Context: an optimization exercise on an open-source flow, tuned for a short achievable clock period and few clock cycles. The choices shown serve that exercise and are no tape-out recipe. In this exercise RTL edits were held to simulation tests only and were not proved equivalent to the original.

--- design/flow/run.sh ---
#!/bin/bash
# synth_recipe.tcl (not shown) runs the flow's synth.tcl, then flattens the netlist and writes it again
# the make line also repeats each setting of config.mk as NAME=value (left out here)
make -C /OpenROAD-flow-scripts/flow DESIGN_CONFIG=/design/flow/config.mk WORK_HOME=/design/flow/orfs CLKGATE_MAP_FILE= SYNTH_SCRIPT=/design/flow/synth_recipe.tcl finish
--- design/flow/constraint.sdc ---
create_clock -name core_clock -period 10.0 [get_ports {CLK}]
set_input_delay 2.0000 -clock core_clock [delete_from_list [all_inputs] [get_ports {CLK}]]
set_output_delay 2.0000 -clock core_clock [all_outputs]
set_load 0.01 [all_outputs]
--- design/flow/config.mk ---
export PLATFORM = sky130hd
export DESIGN_NAME = v810_core
export DESIGN_NICKNAME = v810_core
export VERILOG_FILES = /design/flow/design.v
export SDC_FILE = /design/flow/constraint.sdc
export NUM_CORES = 4
export LEC_CHECK = 0
export CAP_MARGIN = 20
export CORE_MARGIN = 2
export CORE_UTILIZATION = 40
export SLEW_MARGIN = 20
--- design/flow/design.v ---
package v810_pkg;
    typedef enum logic [3:0] {
        ALU_MOV = 4'b0000,
        ALU_ADD = 4'b0001,
        ALU_SUB = 4'b0010,
        ALU_SHL = 4'b0100,
        ALU_SHR = 4'b0101,
        ALU_SAR = 4'b0111,
        ALU_OR  = 4'b1100,
        ALU_AND = 4'b1101,
        ALU_XOR = 4'b1110,
        ALU_NOT = 4'b1111
    } alu_op_e;
    typedef enum logic [1:0] {
        SRC1_REG,
        SRC1_IMM5,
        SRC1_PC
    } alu_src1_e;
    typedef enum logic [1:0] {
        SRC2_REG,
        SRC2_DISP16,
        SRC2_DISP9
    } alu_src2_e;
    typedef enum logic {
        FETCH_LO,
        FETCH_HI
    } fetch_state_e;
    typedef struct packed {
        logic carry;
        logic over;
        logic sign;
        logic zero;
    } flags_t;
    typedef struct packed {
        logic [32-1:0] pc;
        logic [32-1:0] imm5;
        logic [32-1:0] disp9;
        logic [32-1:0] disp16;
        logic [32-1:0] rd1;
        logic [32-1:0] rd2;
        logic [5-1:0] wa;
        alu_op_e               alu_op;
        alu_src1_e             src1;
        alu_src2_e             src2;
        logic                  branch;
        logic [3:0]            cond;
        logic                  mem_read;
        logic                  mem_write;
        logic [3:0]            flag_mask;
        logic                  reg_write;
        logic                  mem_to_reg;
    } idex_t;
    typedef struct packed {
        logic [32-1:0] result;
        flags_t                flags;
        logic [32-1:0] st_data;
        logic [5-1:0] wa;
        logic                  mem_read;
        logic                  mem_write;
        logic [3:0]            flag_mask;
        logic                  reg_write;
        logic                  mem_to_reg;
    } exmem_t;
endpackage
`timescale 1ns/1ps
module v810_fetch (
    input  logic                  CLK,
    input  logic                  arst_n,
    output logic [32-1:0] ia,
    input  logic [31:0]           id,
    output logic [32-1:0] ifid_pc,
    output logic [31:0]           ifid_ir,
    input  logic                  stall,
    input  logic                  redirect,
    input  logic [32-1:0] redirect_pc
);
    logic [32-1:0] pc;
    logic [32-1:0] pc_step;
    logic [32-1:0] fetch_addr;
    v810_pkg::fetch_state_e state;
    logic [31:0]           pd;
    logic [31:0]           ir;
    logic                  ins32;
    logic                  wrap;
    logic                  pc_inc;
    function automatic logic is_ins32(input logic [15:0] ins);
        casez (ins[15:10])
            6'b101???,
            6'b110?0?, 6'b110?11,
            6'b1110??, 6'b11110?,
            6'b111111: is_ins32 = 1'b1;
            default:   is_ins32 = 1'b0;
        endcase
    endfunction
    assign pc_step    = pc + (ins32 ? 32'(4) : 32'(2));
    assign fetch_addr = (state == v810_pkg::FETCH_HI) ? pc_step : pc;
    assign ia         = {fetch_addr[32-1:2], 2'b00};  
    always_comb begin
        if (state == v810_pkg::FETCH_HI)
            pd = {id[15:0], ifid_ir[31:16]};  
        else if (pc[1])
            pd = {id[15:0], id[31:16]};
        else
            pd = id;
    end
    assign ins32  = is_ins32(pd[15:0]);
    assign wrap   = ins32 & pc[1];
    assign pc_inc = !(wrap && state == v810_pkg::FETCH_LO);  
    always_comb begin
        ir = pd;
        if (!pc_inc)
            ir = {pd[15:0], 16'h0000};
    end
    always_ff @(posedge CLK or negedge arst_n) begin
        if (!arst_n) begin
            pc    <= '0;
            state <= v810_pkg::FETCH_LO;
        end else if (redirect) begin
            pc    <= redirect_pc;
            state <= v810_pkg::FETCH_LO;
        end else if (!stall) begin
            if (pc_inc)
                pc <= pc_step;
            state <= (wrap && state == v810_pkg::FETCH_LO) ? v810_pkg::FETCH_HI : v810_pkg::FETCH_LO;
        end
    end
    always_ff @(posedge CLK or negedge arst_n) begin
        if (!arst_n)
            ifid_ir <= '0;
        else if (redirect)
            ifid_ir <= '0;            
        else if (!stall)
            ifid_ir <= ir;
    end
    always_ff @(posedge CLK) begin
        if (redirect || !stall)
            ifid_pc <= pc;
    end
endmodule
`timescale 1ns/1ps
module v810_decode (
    input  logic                  CLK,
    input  logic                  arst_n,
    input  logic [32-1:0] ifid_pc,
    input  logic [31:0]           ifid_ir,
    output logic                  stall,
    input  logic [5-1:0] ex_wa,
    input  logic                  ex_we,
    input  logic                  ex_flag_wr,
    input  logic [5-1:0] mem_wa,
    input  logic                  mem_we,
    input  logic                  wb_we,
    input  logic [5-1:0] wb_wa,
    input  logic [32-1:0] wb_wd,
    input  logic                  redirect_in,
    output v810_pkg::idex_t       idex
);
    logic [32-1:0] rf [32];
    logic [5-1:0] ra1;
    logic [5-1:0] ra2;
    logic [32-1:0] rd1;
    logic [32-1:0] rd2;
    logic [31:0]           ir;
    v810_pkg::idex_t       dec;
    v810_pkg::idex_t       idex_next;
    logic                  haz_data;
    logic                  haz_flag;
    function automatic logic src_hit(
        input logic [5-1:0] wa,
        input logic                  we,
        input logic [5-1:0] a1,
        input logic [5-1:0] a2
    );
        src_hit = we && (wa != '0) && (wa == a1 || wa == a2);
    endfunction
    assign ir = ifid_ir;
    always_comb begin
        ra1 = '0;
        ra2 = '0;
        dec = '0;
        casez (ir[15:10])
            6'b0?0_00?, 6'b000_010, 6'b0?0_10?, 6'b0?0_111,
            6'b001_10?, 6'b001_110, 6'b001_111: begin    
                if (!(ir[13:10] == v810_pkg::ALU_MOV || ir[14:10] == 5'b01111))
                    ra2 = ir[9:5];
                if (ir[14])
                    dec.src1 = v810_pkg::SRC1_IMM5;
                else
                    ra1 = ir[4:0];
                dec.wa        = ir[9:5];
                dec.alu_op    = v810_pkg::alu_op_e'(ir[13:10]);
                dec.reg_write = 1'b1;
            end
            6'b0?0_011: begin                            
                ra2 = ir[9:5];
                if (ir[14])
                    dec.src1 = v810_pkg::SRC1_IMM5;
                else
                    ra1 = ir[4:0];
                dec.alu_op    = v810_pkg::ALU_SUB;
                dec.flag_mask = 4'b1111;
            end
            6'b100_???: begin                            
                dec.src1   = v810_pkg::SRC1_PC;
                dec.src2   = v810_pkg::SRC2_DISP9;
                dec.alu_op = v810_pkg::ALU_ADD;
                dec.branch = 1'b1;
                dec.cond   = ir[12:9];
            end
            6'b110_0??: begin                            
                ra1            = ir[4:0];
                dec.wa         = ir[9:5];
                dec.src2       = v810_pkg::SRC2_DISP16;
                dec.alu_op     = v810_pkg::ALU_ADD;
                dec.mem_read   = 1'b1;
                dec.mem_to_reg = 1'b1;
                dec.reg_write  = 1'b1;
            end
            6'b110_1??: begin                            
                ra1           = ir[4:0];
                ra2           = ir[9:5];
                dec.src2      = v810_pkg::SRC2_DISP16;
                dec.alu_op    = v810_pkg::ALU_ADD;
                dec.mem_write = 1'b1;
            end
            default: ;
        endcase
    end
    assign rd1 = (ra1 == '0) ? '0 : rf[ra1];
    assign rd2 = (ra2 == '0) ? '0 : rf[ra2];
    always_ff @(posedge CLK) begin
        if (wb_we)
            rf[wb_wa] <= wb_wd;
    end
    assign haz_data = src_hit(ex_wa, ex_we, ra1, ra2)
                    | src_hit(mem_wa, mem_we, ra1, ra2)
                    | src_hit(wb_wa, wb_we, ra1, ra2);
    assign haz_flag = ex_flag_wr & dec.branch;    
    assign stall    = haz_data | haz_flag;
    always_comb begin
        idex_next        = dec;
        idex_next.pc     = ifid_pc;
        idex_next.imm5   = 32'($signed(ir[4:0]));
        idex_next.disp9  = 32'($signed(ir[8:0]));
        idex_next.disp16 = 32'($signed(ir[31:16]));
        idex_next.rd1    = rd1;
        idex_next.rd2    = rd2;
    end
    always_ff @(posedge CLK or negedge arst_n) begin
        if (!arst_n)
            idex <= '0;
        else if (stall || redirect_in)
            idex <= '0;                     
        else
            idex <= idex_next;
    end
endmodule
`timescale 1ns/1ps
module v810_execute (
    input  logic                  CLK,
    input  logic                  arst_n,
    input  v810_pkg::idex_t       idex,
    input  v810_pkg::flags_t      psw,
    output logic                  redirect,
    output logic [32-1:0] redirect_pc,
    output logic [5-1:0] ex_wa,
    output logic                  ex_we,
    output logic                  ex_flag_wr,
    output v810_pkg::exmem_t      exmem
);
    logic [32-1:0] in1;
    logic [32-1:0] in2;
    logic [32-1:0] alu_out;
    v810_pkg::flags_t      alu_fl;
    logic                  cond_match;
    always_comb begin
        case (idex.src1)
            v810_pkg::SRC1_IMM5: in1 = idex.imm5;
            v810_pkg::SRC1_PC:   in1 = idex.pc;
            default:   in1 = idex.rd1;
        endcase
        case (idex.src2)
            v810_pkg::SRC2_DISP16: in2 = idex.disp16;
            v810_pkg::SRC2_DISP9:  in2 = idex.disp9;
            default:     in2 = idex.rd2;
        endcase
    end
    always_comb begin
        alu_fl  = '0;
        alu_out = in1;
        case (idex.alu_op)
            v810_pkg::ALU_MOV: alu_out = in1;
            v810_pkg::ALU_ADD: begin
                {alu_fl.carry, alu_out} = {1'b0, in2} + {1'b0, in1};
                alu_fl.over = (in1[32-1] == in2[32-1])
                            & (in2[32-1] != alu_out[32-1]);
            end
            v810_pkg::ALU_SUB: begin
                {alu_fl.carry, alu_out} = {1'b0, in2} - {1'b0, in1};  
                alu_fl.over = (in1[32-1] != in2[32-1])
                            & (in2[32-1] != alu_out[32-1]);
            end
            v810_pkg::ALU_SHL: alu_out = in2 << in1[4:0];
            v810_pkg::ALU_SHR: alu_out = in2 >> in1[4:0];
            v810_pkg::ALU_SAR: alu_out = $signed(in2) >>> in1[4:0];
            v810_pkg::ALU_OR:  alu_out = in1 | in2;
            v810_pkg::ALU_AND: alu_out = in1 & in2;
            v810_pkg::ALU_XOR: alu_out = in1 ^ in2;
            v810_pkg::ALU_NOT: alu_out = ~in1;
            default: alu_out = in1;
        endcase
        alu_fl.zero = ~|alu_out;
        alu_fl.sign = alu_out[32-1];
    end
    always_comb begin
        case (idex.cond[2:0])
            3'b000: cond_match = psw.over;
            3'b001: cond_match = psw.carry;                           
            3'b010: cond_match = psw.zero;                            
            3'b011: cond_match = psw.carry | psw.zero;                
            3'b100: cond_match = psw.sign;
            3'b101: cond_match = 1'b1;                                
            3'b110: cond_match = psw.sign ^ psw.over;                 
            default: cond_match = (psw.sign ^ psw.over) | psw.zero;
        endcase
        cond_match = cond_match ^ idex.cond[3];   
    end
    assign redirect    = idex.branch & cond_match;
    assign redirect_pc = alu_out;        
    assign ex_wa      = idex.wa;
    assign ex_we      = idex.reg_write;
    assign ex_flag_wr = |idex.flag_mask;
    always_ff @(posedge CLK or negedge arst_n) begin
        if (!arst_n) begin
            exmem <= '0;
        end else begin
            exmem.result     <= alu_out;
            exmem.flags      <= alu_fl;
            exmem.st_data    <= idex.rd2;
            exmem.wa         <= idex.wa;
            exmem.mem_read   <= idex.mem_read;
            exmem.mem_write  <= idex.mem_write;
            exmem.flag_mask  <= idex.flag_mask;
            exmem.reg_write  <= idex.reg_write;
            exmem.mem_to_reg <= idex.mem_to_reg;
        end
    end
endmodule
`timescale 1ns/1ps
module v810_memory (
    input  logic                  CLK,
    input  logic                  arst_n,
    input  v810_pkg::exmem_t      exmem,
    output logic [32-1:0] da,
    output logic [32-1:0] dd_o,
    input  logic [32-1:0] dd_i,
    output logic                  mrq_n,
    output logic                  rw,
    output v810_pkg::flags_t      psw,
    output logic [5-1:0] mem_wa,
    output logic                  mem_we,
    output logic                  wb_we,
    output logic [5-1:0] wb_wa,
    output logic [32-1:0] wb_wd
);
    logic                  memwb_we;
    logic                  memwb_m2r;
    logic [32-1:0] memwb_result;
    logic [32-1:0] memwb_load;
    assign da    = exmem.result;
    assign dd_o  = exmem.st_data;
    assign mrq_n = ~(exmem.mem_read | exmem.mem_write);
    assign rw    = mrq_n | exmem.mem_read;   
    assign mem_wa = exmem.wa;
    assign mem_we = exmem.reg_write;
    always_ff @(posedge CLK or negedge arst_n) begin
        if (!arst_n) begin
            psw       <= '0;
            memwb_we  <= 1'b0;
            wb_wa     <= '0;
            memwb_m2r <= 1'b0;
        end else begin
            psw       <= v810_pkg::flags_t'((psw & ~exmem.flag_mask) | (exmem.flags & exmem.flag_mask));
            memwb_we  <= exmem.reg_write;
            wb_wa     <= exmem.wa;
            memwb_m2r <= exmem.mem_to_reg;
        end
    end
    always_ff @(posedge CLK) begin
        memwb_result <= exmem.result;
        memwb_load   <= dd_i;            
    end
    assign wb_we = memwb_we & |wb_wa;    
    assign wb_wd = memwb_m2r ? memwb_load : memwb_result;
endmodule
`timescale 1ns/1ps
module v810_core (
    input  logic                  CLK,
    input  logic                  arst_n,
    output logic [32-1:0] ia,
    input  logic [31:0]           id,
    output logic [32-1:0] da,
    input  logic [32-1:0] dd_i,
    output logic [32-1:0] dd_o,
    output logic                  mrq_n,
    output logic                  rw
);
    v810_pkg::idex_t       idex;
    v810_pkg::exmem_t      exmem;
    v810_pkg::flags_t      psw;
    logic [32-1:0] ifid_pc;
    logic [31:0]           ifid_ir;
    logic                  stall;
    logic                  redirect;
    logic [32-1:0] redirect_pc;
    logic [5-1:0] ex_wa;
    logic                  ex_we;
    logic                  ex_flag_wr;
    logic [5-1:0] mem_wa;
    logic                  mem_we;
    logic                  wb_we;
    logic [5-1:0] wb_wa;
    logic [32-1:0] wb_wd;
    v810_fetch u_fetch (
        .CLK      (CLK),
        .arst_n   (arst_n),
        .ia       (ia),
        .id       (id),
        .ifid_pc     (ifid_pc),
        .ifid_ir     (ifid_ir),
        .stall       (stall),
        .redirect    (redirect),
        .redirect_pc (redirect_pc)
    );
    v810_decode u_decode (
        .CLK         (CLK),
        .arst_n      (arst_n),
        .ifid_pc     (ifid_pc),
        .ifid_ir     (ifid_ir),
        .stall       (stall),
        .ex_wa       (ex_wa),
        .ex_we       (ex_we),
        .ex_flag_wr  (ex_flag_wr),
        .mem_wa      (mem_wa),
        .mem_we      (mem_we),
        .wb_we       (wb_we),
        .wb_wa       (wb_wa),
        .wb_wd       (wb_wd),
        .redirect_in (redirect),    
        .idex        (idex)
    );
    v810_execute u_execute (
        .CLK        (CLK),
        .arst_n     (arst_n),
        .idex       (idex),
        .psw        (psw),
        .redirect   (redirect),
        .redirect_pc (redirect_pc),
        .ex_wa      (ex_wa),
        .ex_we      (ex_we),
        .ex_flag_wr (ex_flag_wr),
        .exmem      (exmem)
    );
    v810_memory u_memory (
        .CLK    (CLK),
        .arst_n (arst_n),
        .exmem  (exmem),
        .da     (da),
        .dd_o   (dd_o),
        .dd_i   (dd_i),
        .mrq_n  (mrq_n),
        .rw     (rw),
        .psw    (psw),
        .mem_wa (mem_wa),
        .mem_we (mem_we),
        .wb_we  (wb_we),
        .wb_wa  (wb_wa),
        .wb_wd  (wb_wd)
    );
endmodule
==> reports/results.ini <==
[cts]
cts_max_level = 4
cts-buffers-inserted = 157
cts_resized = 0
postCtsHoldBufs = 0
cts.sinks = 1415
cts-root-buf = clkbuf_16
clkLatencyLatePin_ns = 0.81
max-clock-path-buffers = 3
post_cts_buffers = 0
tritoncts = done
clkTransAtPathRegs_ns = 0.06

[die]
start_util_pct = 40.34
core_area_um2 = 188200
die_area_um2 = 193300
fp.dieW_um = 439.7
die_h_um = 439.7
io_pins = 164
rows = 159

[timing]
relSlewSlack_pct = 14.90
setup_viol = 0
clock.fmax_ghz = 0.1168
finalClockSkew_ns = 0.04629
fin_crit_ns = 8.564
grt_setup_unrepaired = false
setup_tns_ns = 0
finalHoldViolCount = 0
drv_slew = 0
period_share_pct = 85.64
max_slew.worst_pin.slew_ns = 1.263

[routing]
drc = 0
wl_per_cell_um = 34.53
wirelength_um = 322300
drt_iter0_markers = 8191
postRouteAntennaNets = 0
drtPass1Iterations = 6
vias = 61100
routed_via_density = 6.544

[critical_path]
crit_path_end_kind = output port
critical_path_peak_fanout = 5
cp-startpoint = id[14]
worstPathArrival_ns = 6.56
cp.required_ns = 8.00
criticalPathCategory = input port to output port
r2r-start = u_decode.idex[15]$_DFF_PN0_
worst_setup_path_start_kind = input port

[cells_and_area]
drive_gt1_share_pct = 11.73
multi_input_area_um2 = 32660
nets = 6863
area_growth_syn_to_layout_pct = 12.03
fill_cells = 17370
seqCellArea_um2 = 40400
fin_util_pct = 45.19

[global_route]
grt_pass1_wl_um = 448900
grt_max_degree = 139
antenna_found_initial = 12
grt_util_all_layers_pct = 32.68
grt_pass1_vias = 58460
gr-total-overflow = 0

[yosys]
synth.top_cells.by_area = edfxtp_1 42%, dfrtp_1 9.7%, mux2i_1 6.3%
synth.avg_cell_area_um2 = 11.14
syn_area_um2 = 75920
synth_most_common_cell = edfxtp_1
synth_edf_count = 1056
synth_cell_type_count = 95
synth-seq-cells = 1415
yosysSeqAreaShare_pct = 53.18
synthTopCellsByCount = 1056 x edfxtp_1, 715 x nor2_1, 479 x nand2_1
synthArstFlopShare_pct = 20.85
synthCells = 6812
synth.top_cell.area_share_pct = 41.77
synth_top_cell_by_area = edfxtp_1
yosysWarnings = 4
synth_ff_type = edfxtp_1

[placed_design]
gp_congestion = 1.016
io_buffer_count = 161
dpl.hpwl_um = 206200

[hold_path]
worstHoldPathType = flop to flop
hold_path.startpoint = u_decode.idex[6]$_DFF_PN0_

[flow_run]
drv_cap = 0

[run_status]
outcome = no timing/DRC/antenna violations

-- per-stage QoR --
stage	setup WS, ns	instance area, um^2	cells	hold slack, ns
final	1.436	85050	9336	0.3394
after global routing	1.101	85030	9330	0.3440
after global placement	1.494	79830	9025	0.3352
after detailed placement	1.509	79850	9026	0.3363
after CTS	1.490	84990	9314	0.3398
after floorplan	2.938	76040	6845	0.3312
-- final timing paths --
check	slack, ns	cells after the start	to
setup reg to reg	2.80	19	u_execute.exmem[45]$_DFF_PN0_
max in group asynchronous	7.21	2	u_memory.memwb_m2r$_DFF_PN0_
hold / removal	0.34	0	u_execute.exmem[6]$_DFF_PN0_
setup / recovery	1.44	21	ia[31]
min in group asynchronous	1.21	1	u_execute.exmem[68]$_DFF_PN0_
hold reg to reg	0.34	0	u_execute.exmem[6]$_DFF_PN0_
-- critical path, cell delays in order --
cell and delay [ns]:
clkdlybuf4s50_1 0.44, mux2i_1 0.15, nor2_1 0.05, a21oi_1 0.28, o21ai_0 0.15, o21ai_0 0.09, and2_1 0.24, inv_1 0.06
ha_1 0.21, fa_1 0.47, nand3_1 0.13, nor2_1 0.09, and3_1 0.20, and3_1 0.22, and4_1 0.23, and3_1 0.25
and4_1 0.26, nand2_1 0.20, nor2_1 0.09, xor2_1 0.16, clkdlybuf4s50_1 0.57
-- sequential cells by signal, indices dropped and copies added, names as in the netlist, named ones only --
| register | flops |
|---|---|
| u_fetch.pc | 32 |
| u_execute.exmem | 76 |
| u_decode.idex | 143 |
| u_memory.memwb_we | 1 |
| u_decode.rf | 1024 |
| u_fetch.ifid_ir | 32 |
| u_memory.memwb_m2r | 1 |
| u_memory.memwb_result | 32 |
| u_memory.wb_wa | 5 |
| u_fetch.state | 1 |
| u_fetch.ifid_pc | 32 |
| u_memory.memwb_load | 32 |
-- layout by cell type, fill, tap and decap left out, types with 127 or more instances in the layout --
cell,netlist,layout
edfxtp_1,1056,1056
nor2_1,715,681
mux2i_1,476,476
nand2_1,479,475
a21oi_1,427,426
o21ai_0,334,330
dfrtp_1,295,287
buf_4,99,176
clkbuf_16,0,162
nor3_1,163,161
o211ai_1,160,160
o22ai_1,161,160
clkdlybuf4s50_1,0,160
a211oi_1,146,146
mux4_2,141,141
inv_1,136,135
a221oi_1,127,127
-- area by class of cell --
| class | instances | share of cell area [%] |
|---|---|---|
| Antenna cell | 22 | 0.06473 |
| Clock buffer | 193 | 5.021 |
| Clock inverter | 95 | 1.018 |
| Inverter | 143 | 0.6341 |
| Multi-Input combinational cell | 4626 | 38.40 |
| Sequential cell | 1415 | 47.50 |
| Tap cell | 2495 | 3.671 |
| Timing Repair Buffer | 347 | 3.690 |
-- routing by layer --
metal,up-vias,track usage (%),share of wire (%)
met4,4,17.02,6.0
met1,30870,43.89,40
met3,794,5.836,9.2
li1,25690,-,-
met2,3733,50.55,45
met5,-,0,0.0071
-- logic make-up after synthesis --
family	synth area share, %
multiplexers	12.19
other	0.004940
XOR/XNOR	1.131
AND/OR/NAND/NOR	10.22
AO/OA/AOI/OAI	16.88
adder cells (fa/ha/maj)	1.793
flip-flops	53.18
buffers and inverters	4.603
Testbench counts, summed over its fixed seeds: cycles 225,551.

==> separate check: timing with driven ports <==
How much do the figures lean on ideal ports? The routed layout below was timed once more, with nothing changed but the port constraints. Step 1 sets driving cells, clkbuf_16 on the clock port and buf_2 on the other inputs (assumed; they add their load-dependent delay and slew). Step 2, shift: input delay + t, output delay - t, t = (earliest + latest rising clock arrival at the registers) / 2. This alone moves slack from input paths to output paths. a / b / c = no drivers / after step 1 / after step 2; a / b = the first two.
shift t [ns]: 0.891
setup WS [ns]: 1.436 / 1.409 / 1.409
clock arrival spread, ns: 0.051 / 0.051
cell pins on the clock port's net: 1
After both steps this run still meets setup and hold. The setup slack of this run moves by -0.027 ns with the drivers and by -0.027 ns with both steps.
